This is an optimization exercise on Yosys and OpenROAD, whose aim is small area, a short achievable clock period and few clock cycles per item, not a production implementation.
At most, simulation tests tie the RTL to the original design; equivalence was not proved.
Power is estimated from default activity; no workload was simulated.

==> flow/design.v (excerpt) <==
module led_chain_chase_encoder_unit (
  input  logic                          clk_i,
  input  logic                          rst_ni,
  input  logic                          psel,
  input  logic                          penable,
  input  logic                          pwrite,
  input  logic [lcce_pkg::ADDR_W-1:0]   paddr,
  input  logic [lcce_pkg::DATA_W-1:0]   pwdata,
  output logic [lcce_pkg::DATA_W-1:0]   prdata,
  output logic                          pready,
  input  logic                          in_valid_i,
  output logic                          in_stall_o,
  input  logic [lcce_pkg::STEP_W-1:0]   step_index_i,
  input  logic [7:0]                    red_i,
  input  logic [7:0]                    green_i,
  input  logic [7:0]                    blue_i,
  output logic                          out_valid_o,
  input  logic                          out_stall_i,
  output logic [7:0]                    bit7_code_o,
  output logic [7:0]                    bit6_code_o,
  output logic [7:0]                    bit5_code_o,
  output logic [7:0]                    bit4_code_o,
  output logic [7:0]                    bit3_code_o,
  output logic [7:0]                    bit2_code_o,
  output logic [7:0]                    bit1_code_o,
  output logic [7:0]                    bit0_code_o,
  output logic                          reset_slot_o,
  output logic                          last_of_frame_o
);
For scale: about 190 I/O pins, about 19000 sq um of cells after synthesis.
==> module lcce_front, before the edit <==
module lcce_front (
  input  logic                          clk_i,
  input  logic                          rst_ni,
  input  logic [7:0]                    period_i,
  input  logic                          cfg_wr_i,
  input  logic                          in_valid_i,
  input  logic                          take_i,
  input  logic [lcce_pkg::STEP_W-1:0]   step_index_i,
  output logic                          ready_next_o,
  output logic                          lit_o
);
  logic [9:0]  p3_q;
  logic        cfg_ok_q;
  logic [7:0]  rem_q, rem_d, rem_big, rem_top;
  logic [3:0]  cnt_q;
  logic        first_q;
  logic [1:0]  bits_q, bits_d, top;
  logic [9:0]  t;
  logic [10:0] s1, s2, s3;
  logic        clear;
  always_comb begin
    case (cnt_q[2:0])
      3'd0: bits_d = step_index_i[13:12];
      3'd1: bits_d = step_index_i[11:10];
      3'd2: bits_d = step_index_i[9:8];
      3'd3: bits_d = step_index_i[7:6];
      3'd4: bits_d = step_index_i[5:4];
      3'd5: bits_d = step_index_i[3:2];
      default: bits_d = step_index_i[1:0];
    endcase
  end
  assign top = step_index_i[15:14];
  always_comb begin
    rem_top = {6'd0, top};
    if (period_i[7:2] == 6'd0) begin
      case (period_i[1:0])
        2'd1:    rem_top = 8'd0;
        2'd2:    rem_top = {7'd0, top[0]};
        2'd3:    rem_top = (top == 2'd3) ? 8'd0 : {6'd0, top};
        default: rem_top = {6'd0, top};
      endcase
    end
  end
  assign t  = {rem_q, bits_q};
  assign s1 = {1'b0, t} - {3'b000, period_i};
  assign s2 = {1'b0, t} - {2'b00, period_i, 1'b0};
  assign s3 = {1'b0, t} - {1'b0, p3_q};
  always_comb begin
    if (!s3[10])      rem_big = s3[7:0];
    else if (!s2[10]) rem_big = s2[7:0];
    else if (!s1[10]) rem_big = s1[7:0];
    else              rem_big = t[7:0];
  end
  assign rem_d = first_q ? rem_top : rem_big;
  assign clear = !in_valid_i || !cfg_ok_q;
  always_ff @(posedge clk_i or negedge rst_ni) begin
    if (!rst_ni) begin
      cnt_q    <= '0;
      first_q  <= 1'b1;
      cfg_ok_q <= 1'b0;
    end else begin
      cfg_ok_q <= !cfg_wr_i;
      if (clear || take_i) begin
        cnt_q   <= '0;
        first_q <= 1'b1;
      end else if (!cnt_q[3]) begin
        cnt_q   <= cnt_q + 4'd1;
        first_q <= 1'b0;
      end
    end
  end
  always_ff @(posedge clk_i) begin
    if (!cnt_q[3]) begin
      rem_q  <= rem_d;
      bits_q <= bits_d;
    end
  end
  always_ff @(posedge clk_i) begin
    p3_q <= {2'b00, period_i} + {1'b0, period_i, 1'b0};
  end
  assign ready_next_o = in_valid_i && !take_i && cfg_ok_q && (cnt_q[3] || cnt_q[2:1] == 2'b11);
  assign lit_o        = (rem_q == 8'd0);
endmodule
==> module lcce_back, before the edit <==
module lcce_back (
  input  logic        clk_i,
  input  logic        rst_ni,
  input  logic [3:0]  active_pixels_i,
  input  logic [7:0]  zero_code_i,
  input  logic        take_i,
  input  logic        fix_i,
  input  logic        lit_i,
  input  logic [11:0] flags_i,
  output logic        reads_done_next_o,
  output logic [11:0] pix_sel_o,
  output logic [2:0]  byte_sel_o,
  input  logic [7:0]  byte_i,
  output logic        out_valid_o,
  input  logic        out_stall_i,
  output logic [7:0]  bits_o,
  output logic [7:0]  zero_code_o,
  output logic        reset_slot_o
);
  logic [3:0]  n_q, pix_q, pix_d, pix_inc;
  logic [11:0] pm_q, pm_d, inc_oh;
  logic [2:0]  sel_q, sel_d;
  logic        busy_q, busy_d, pend_q, pend_d, ov_q, ov_d, rs_q, rs_d;
  logic [7:0]  e_q, e_d, zc_q, zc_d;
  logic        lit_f_q, frame_lit;
  logic        out_free, at_rslot, start;
  always_ff @(posedge clk_i) begin
    n_q <= (active_pixels_i > 4'd12) ? 4'd12 : active_pixels_i;
  end
  always_ff @(posedge clk_i) begin
    if (fix_i) lit_f_q <= lit_i;
  end
  assign frame_lit = fix_i ? lit_i : lit_f_q;
  assign out_free = !ov_q || !out_stall_i;
  assign at_rslot = (pix_q == n_q);
  assign start    = take_i || pend_q;
  assign pix_inc  = pix_q + 4'd1;
  always_comb begin
    inc_oh = '0;
    for (int i = 1; i < 12; i++) begin
      if (int'(pix_inc) == i) inc_oh[i] = 1'b1;
    end
  end
  always_comb begin
    busy_d = busy_q;
    pend_d = pend_q;
    pix_d  = pix_q;
    pm_d   = pm_q;
    sel_d  = sel_q;
    ov_d   = ov_q;
    e_d    = e_q;
    zc_d   = zc_q;
    rs_d   = rs_q;
    if (!busy_q) begin
      if (out_free) ov_d = 1'b0;
      if (take_i) begin
        busy_d = 1'b1;
        pix_d  = '0;
        pm_d   = 12'd1;
        sel_d  = 3'd1;
      end
    end else if (out_free) begin
      ov_d = 1'b1;
      if (at_rslot) begin
        e_d    = '0;
        zc_d   = '0;
        rs_d   = 1'b1;
        pend_d = 1'b0;
        if (start) begin
          pix_d = '0;
          pm_d  = 12'd1;
          sel_d = 3'd1;
        end else begin
          busy_d = 1'b0;
        end
      end else begin
        e_d   = byte_i & {8{frame_lit}};
        zc_d  = zero_code_i;
        rs_d  = 1'b0;
        sel_d = {sel_q[1:0], sel_q[2]};
        if (sel_q[2]) begin
          pix_d = pix_inc;
          pm_d  = inc_oh & flags_i;
        end
      end
    end else if (take_i) begin
      pend_d = 1'b1;
    end
  end
  always_ff @(posedge clk_i or negedge rst_ni) begin
    if (!rst_ni) begin
      busy_q <= 1'b0;
      pend_q <= 1'b0;
      ov_q   <= 1'b0;
    end else begin
      busy_q <= busy_d;
      pend_q <= pend_d;
      ov_q   <= ov_d;
    end
  end
  always_ff @(posedge clk_i) begin
    pix_q <= pix_d;
    pm_q  <= pm_d;
    sel_q <= sel_d;
    e_q   <= e_d;
    zc_q  <= zc_d;
    rs_q  <= rs_d;
  end
  assign reads_done_next_o = !busy_d || ((pix_d == n_q) && !pend_d);
  assign pix_sel_o    = pm_q;
  assign byte_sel_o   = sel_q;
  assign out_valid_o  = ov_q;
  assign bits_o       = e_q;
  assign zero_code_o  = zc_q;
  assign reset_slot_o = rs_q;
endmodule
make LEC_CHECK=0 CAP_MARGIN=20 CORE_MARGIN=2 CORE_UTILIZATION=60 CTS_CLUSTER_DIAMETER=80 CTS_CLUSTER_SIZE=24 SETUP_SLACK_MARGIN=2.0 SLEW_MARGIN=20 finish   # period 4.5 ns
run.sh (not shown) runs the stock make flow with config.mk's settings and CLKGATE_MAP_FILE= SYNTH_SCRIPT=/design/flow/synth_recipe.tcl, a recipe that flattens the netlist after the stock synthesis.
Testbench counts at the start, summed over its fixed seeds: cycles 98,032, steps 4,608.
Then changed:
--- a/flow/design.v
+++ b/flow/design.v
@@ -92,14 +92,16 @@
   output logic                          ready_next_o,
   output logic                          lit_o
 );
+  logic [7:0]  pe_q;
   logic [9:0]  p3_q;
   logic        cfg_ok_q;
-  logic [7:0]  rem_q, rem_d, rem_big, rem_top;
+  logic [7:0]  rem_q, rem_d, rem_top;
   logic [3:0]  cnt_q;
-  logic        first_q;
+  logic        first_q, late_q, lit_hold_q;
   logic [1:0]  bits_q, bits_d, top;
   logic [9:0]  t;
   logic [10:0] s1, s2, s3;
+  logic        sel0, sel1, sel2, sel3;
   logic        clear;
   always_comb begin
     case (cnt_q[2:0])
@@ -115,8 +117,8 @@
   assign top = step_index_i[15:14];
   always_comb begin
     rem_top = {6'd0, top};
-    if (period_i[7:2] == 6'd0) begin
-      case (period_i[1:0])
+    if (pe_q[7:2] == 6'd0) begin
+      case (pe_q[1:0])
         2'd1:    rem_top = 8'd0;
         2'd2:    rem_top = {7'd0, top[0]};
         2'd3:    rem_top = (top == 2'd3) ? 8'd0 : {6'd0, top};
@@ -125,16 +127,18 @@
     end
   end
   assign t  = {rem_q, bits_q};
-  assign s1 = {1'b0, t} - {3'b000, period_i};
-  assign s2 = {1'b0, t} - {2'b00, period_i, 1'b0};
+  assign s1 = {1'b0, t} - {3'b000, pe_q};
+  assign s2 = {1'b0, t} - {2'b00, pe_q, 1'b0};
   assign s3 = {1'b0, t} - {1'b0, p3_q};
-  always_comb begin
-    if (!s3[10])      rem_big = s3[7:0];
-    else if (!s2[10]) rem_big = s2[7:0];
-    else if (!s1[10]) rem_big = s1[7:0];
-    else              rem_big = t[7:0];
-  end
-  assign rem_d = first_q ? rem_top : rem_big;
+  assign sel3 = !first_q && !s3[10];
+  assign sel2 = !first_q && s3[10] && !s2[10];
+  assign sel1 = !first_q && s2[10] && !s1[10];
+  assign sel0 = !first_q && s1[10];
+  assign rem_d = ({8{sel3}}    & s3[7:0])
+               | ({8{sel2}}    & s2[7:0])
+               | ({8{sel1}}    & s1[7:0])
+               | ({8{sel0}}    & t[7:0])
+               | ({8{first_q}} & rem_top);
   assign clear = !in_valid_i || !cfg_ok_q;
   always_ff @(posedge clk_i or negedge rst_ni) begin
     if (!rst_ni) begin
@@ -146,23 +150,24 @@
       if (clear || take_i) begin
         cnt_q   <= '0;
         first_q <= 1'b1;
-      end else if (!cnt_q[3]) begin
+      end else if (cnt_q != 4'd9) begin
         cnt_q   <= cnt_q + 4'd1;
         first_q <= 1'b0;
       end
     end
   end
   always_ff @(posedge clk_i) begin
-    if (!cnt_q[3]) begin
-      rem_q  <= rem_d;
-      bits_q <= bits_d;
-    end
+    rem_q  <= rem_d;
+    bits_q <= bits_d;
+    late_q <= cnt_q[3];
+    if (cnt_q == 4'd8) lit_hold_q <= (rem_q == 8'd0);
   end
   always_ff @(posedge clk_i) begin
+    pe_q <= period_i;
     p3_q <= {2'b00, period_i} + {1'b0, period_i, 1'b0};
   end
   assign ready_next_o = in_valid_i && !take_i && cfg_ok_q && (cnt_q[3] || cnt_q[2:1] == 2'b11);
-  assign lit_o        = (rem_q == 8'd0);
+  assign lit_o        = late_q ? lit_hold_q : (rem_q == 8'd0);
 endmodule
 `default_nettype wire
 `default_nettype none
@@ -228,7 +233,7 @@
   logic [11:0] pm_q, pm_d, inc_oh;
   logic [2:0]  sel_q, sel_d;
   logic        busy_q, busy_d, pend_q, pend_d, ov_q, ov_d, rs_q, rs_d;
-  logic [7:0]  e_q, e_d, zc_q, zc_d;
+  logic [7:0]  e_q, e_d, en_q, zc_q, zc_d, zcn_q;
   logic        lit_f_q, frame_lit;
   logic        out_free, at_rslot, start;
   always_ff @(posedge clk_i) begin
@@ -255,8 +260,8 @@
     pm_d   = pm_q;
     sel_d  = sel_q;
     ov_d   = ov_q;
-    e_d    = e_q;
-    zc_d   = zc_q;
+    e_d    = ~en_q;
+    zc_d   = ~zcn_q;
     rs_d   = rs_q;
     if (!busy_q) begin
       if (out_free) ov_d = 1'b0;
@@ -310,7 +315,9 @@
     pm_q  <= pm_d;
     sel_q <= sel_d;
     e_q   <= e_d;
+    en_q  <= ~e_d;
     zc_q  <= zc_d;
+    zcn_q <= ~zc_d;
     rs_q  <= rs_d;
   end
   assign reads_done_next_o = !busy_d || ((pix_d == n_q) && !pend_d);
Effect:
- sequential power climbs by 6.2%
- final cell count rises by 3.6%
- flip-flop and latch count increases by 25
- sequential share of layout area is higher by 0.29 points
- die area grows by 2.9%
- core utilization came out lower by 0.41 points
- worst setup slack improved by 0.17 ns
Testbench counts after the change, summed over its fixed seeds: cycles 98,032, steps 4,608.

== before ==
Another version of the RTL of led_chain_chase_encoder_unit (not shown whole).
For scale: about 1,300 cells after synthesis, ~190 I/O pins, about 19,000 um^2 of cells after synthesis.
==> flow/config.mk <==
export PLATFORM = sky130hd
export DESIGN_NAME = led_chain_chase_encoder_unit
export DESIGN_NICKNAME = led_chain_chase_encoder_unit
export VERILOG_FILES = /design/flow/design.v
export SDC_FILE = /design/flow/constraint.sdc
export NUM_CORES = 4
export LEC_CHECK = 0
export CAP_MARGIN = 20
export CORE_MARGIN = 2
export CORE_UTILIZATION = 60
export CTS_CLUSTER_DIAMETER = 80
export CTS_CLUSTER_SIZE = 24
export SETUP_SLACK_MARGIN = 2.0
export SLEW_MARGIN = 20
==> flow/constraint.sdc <==
create_clock -name core_clock -period 4.5 [get_ports {clk_i}]
set_input_delay 0.9000 -clock core_clock [delete_from_list [all_inputs] [get_ports {clk_i}]]
set_output_delay 0.9000 -clock core_clock [all_outputs]
set_load 0.01 [all_outputs]
Testbench counts of before, summed over its fixed seeds: cycles 98,032, steps 4,608.
diff inputs: before => after
--- a/flow/design.v
+++ b/flow/design.v
@@ -230,13 +230,14 @@
   output logic        reset_slot_o
 );
   logic [3:0]  n_q, pix_q, pix_d, pix_inc;
   logic [11:0] pm_q, pm_d, inc_oh;
   logic [2:0]  sel_q, sel_d;
   logic        busy_q, busy_d, pend_q, pend_d, ov_q, ov_d, rs_q, rs_d;
-  logic [7:0]  e_q, e_d, zc_q, zc_d;
+  logic [7:0]  e_q, e_d, en_q;
+  logic        rsn_q;
   logic        lit_f_q, frame_lit;
   logic        out_free, at_rslot, start;
   always_ff @(posedge clk_i) begin
     n_q <= (active_pixels_i > 4'd12) ? 4'd12 : active_pixels_i;
   end
   always_ff @(posedge clk_i) begin
@@ -257,40 +258,37 @@
     busy_d = busy_q;
     pend_d = pend_q;
     pix_d  = pix_q;
     pm_d   = pm_q;
     sel_d  = sel_q;
     ov_d   = ov_q;
-    e_d    = e_q;
-    zc_d   = zc_q;
-    rs_d   = rs_q;
+    e_d    = ~en_q;
+    rs_d   = ~rsn_q;
     if (!busy_q) begin
       if (out_free) ov_d = 1'b0;
       if (take_i) begin
         busy_d = 1'b1;
         pix_d  = '0;
         pm_d   = 12'd1;
         sel_d  = 3'd1;
       end
     end else if (out_free) begin
       ov_d = 1'b1;
       if (at_rslot) begin
         e_d    = '0;
-        zc_d   = '0;
         rs_d   = 1'b1;
         pend_d = 1'b0;
         if (start) begin
           pix_d = '0;
           pm_d  = 12'd1;
           sel_d = 3'd1;
         end else begin
           busy_d = 1'b0;
         end
       end else begin
         e_d   = byte_i & {8{frame_lit}};
-        zc_d  = zero_code_i;
         rs_d  = 1'b0;
         sel_d = {sel_q[1:0], sel_q[2]};
         if (sel_q[2]) begin
           pix_d = pix_inc;
           pm_d  = inc_oh & flags_i;
         end
@@ -312,21 +310,22 @@
   end
   always_ff @(posedge clk_i) begin
     pix_q <= pix_d;
     pm_q  <= pm_d;
     sel_q <= sel_d;
     e_q   <= e_d;
-    zc_q  <= zc_d;
+    en_q  <= ~e_d;
     rs_q  <= rs_d;
+    rsn_q <= ~rs_d;
   end
   assign reads_done_next_o = !busy_d || ((pix_d == n_q) && !pend_d);
   assign pix_sel_o    = pm_q;
   assign byte_sel_o   = sel_q;
   assign out_valid_o  = ov_q;
   assign bits_o       = e_q;
-  assign zero_code_o  = zc_q;
+  assign zero_code_o  = zero_code_i & {8{~rs_q}};
   assign reset_slot_o = rs_q;
 endmodule
 `default_nettype wire
 `default_nettype none
 module led_chain_chase_encoder_unit (
   input  logic                          clk_i,
Results
after finished every step from synthesis to the final layout, and the layout passed the timing, DRC and antenna checks.
Compared with before, in after total stage count of the critical path shows no meaningful change, final worst-path cycle share shows a reduction of 0.23 points.
[compare] base=before new=after: register area went down; buffers inserted during post-CTS setup optimization went down; cell count went down.
Taking before as the reference, in after share of final-layout standard cells stronger than drive strength 1 has decreased, sink count of the clock tree has remained practically unchanged, post-route worst hold slack has decreased.
The proportion of cell area occupied by registers reported for after is greater than that of before by 1.8 points.
Delta(area of placed instances, after - before) < 0
Cmp after and before / combinational power share / lower: after
Compared before against after; number of flip-flops and latches within noise.
The RTL of after was laid out without a check of its function.

[static timing again, ports no longer ideal]
In the flow no input, the clock included, has a driving cell. The finished layouts below were timed again as built, in two steps.
Step 1, drivers: a clkbuf_16 drives clk_i and a buf_2 each remaining input, both assumed.
Step 2 adds t to the input delays and takes it off the output delays; t is the mean of the earliest and latest rising clock arrival at the registers after step 1. Input paths then give back, and output paths get back, about the clock's delay inside the block.
Three values: no drivers, after step 1, after step 2; two values: the first two.
run | t (ns) | setup slack, ns | hold WS [ns] | worst setup path at the end
the first run of note 1 | 0.595 | 1.822 / 1.822 / 1.511 | 0.328 / 0.294 / 0.450 | input to register
the second run of note 1 | 0.589 | 1.992 / 1.943 / 1.520 | 0.238 / 0.223 / 0.424 | input to register
before | 0.604 | 1.904 / 1.851 / 1.502 | 0.349 / 0.317 / 0.442 | input to register
after | 0.595 | 1.914 / 1.930 / 1.350 | 0.250 / 0.227 / 0.419 | input to register
After both steps every run listed still meets setup and hold. For after, which loses most, drivers alone change the setup slack by +0.016 ns; drivers and shift together by -0.564 ns.
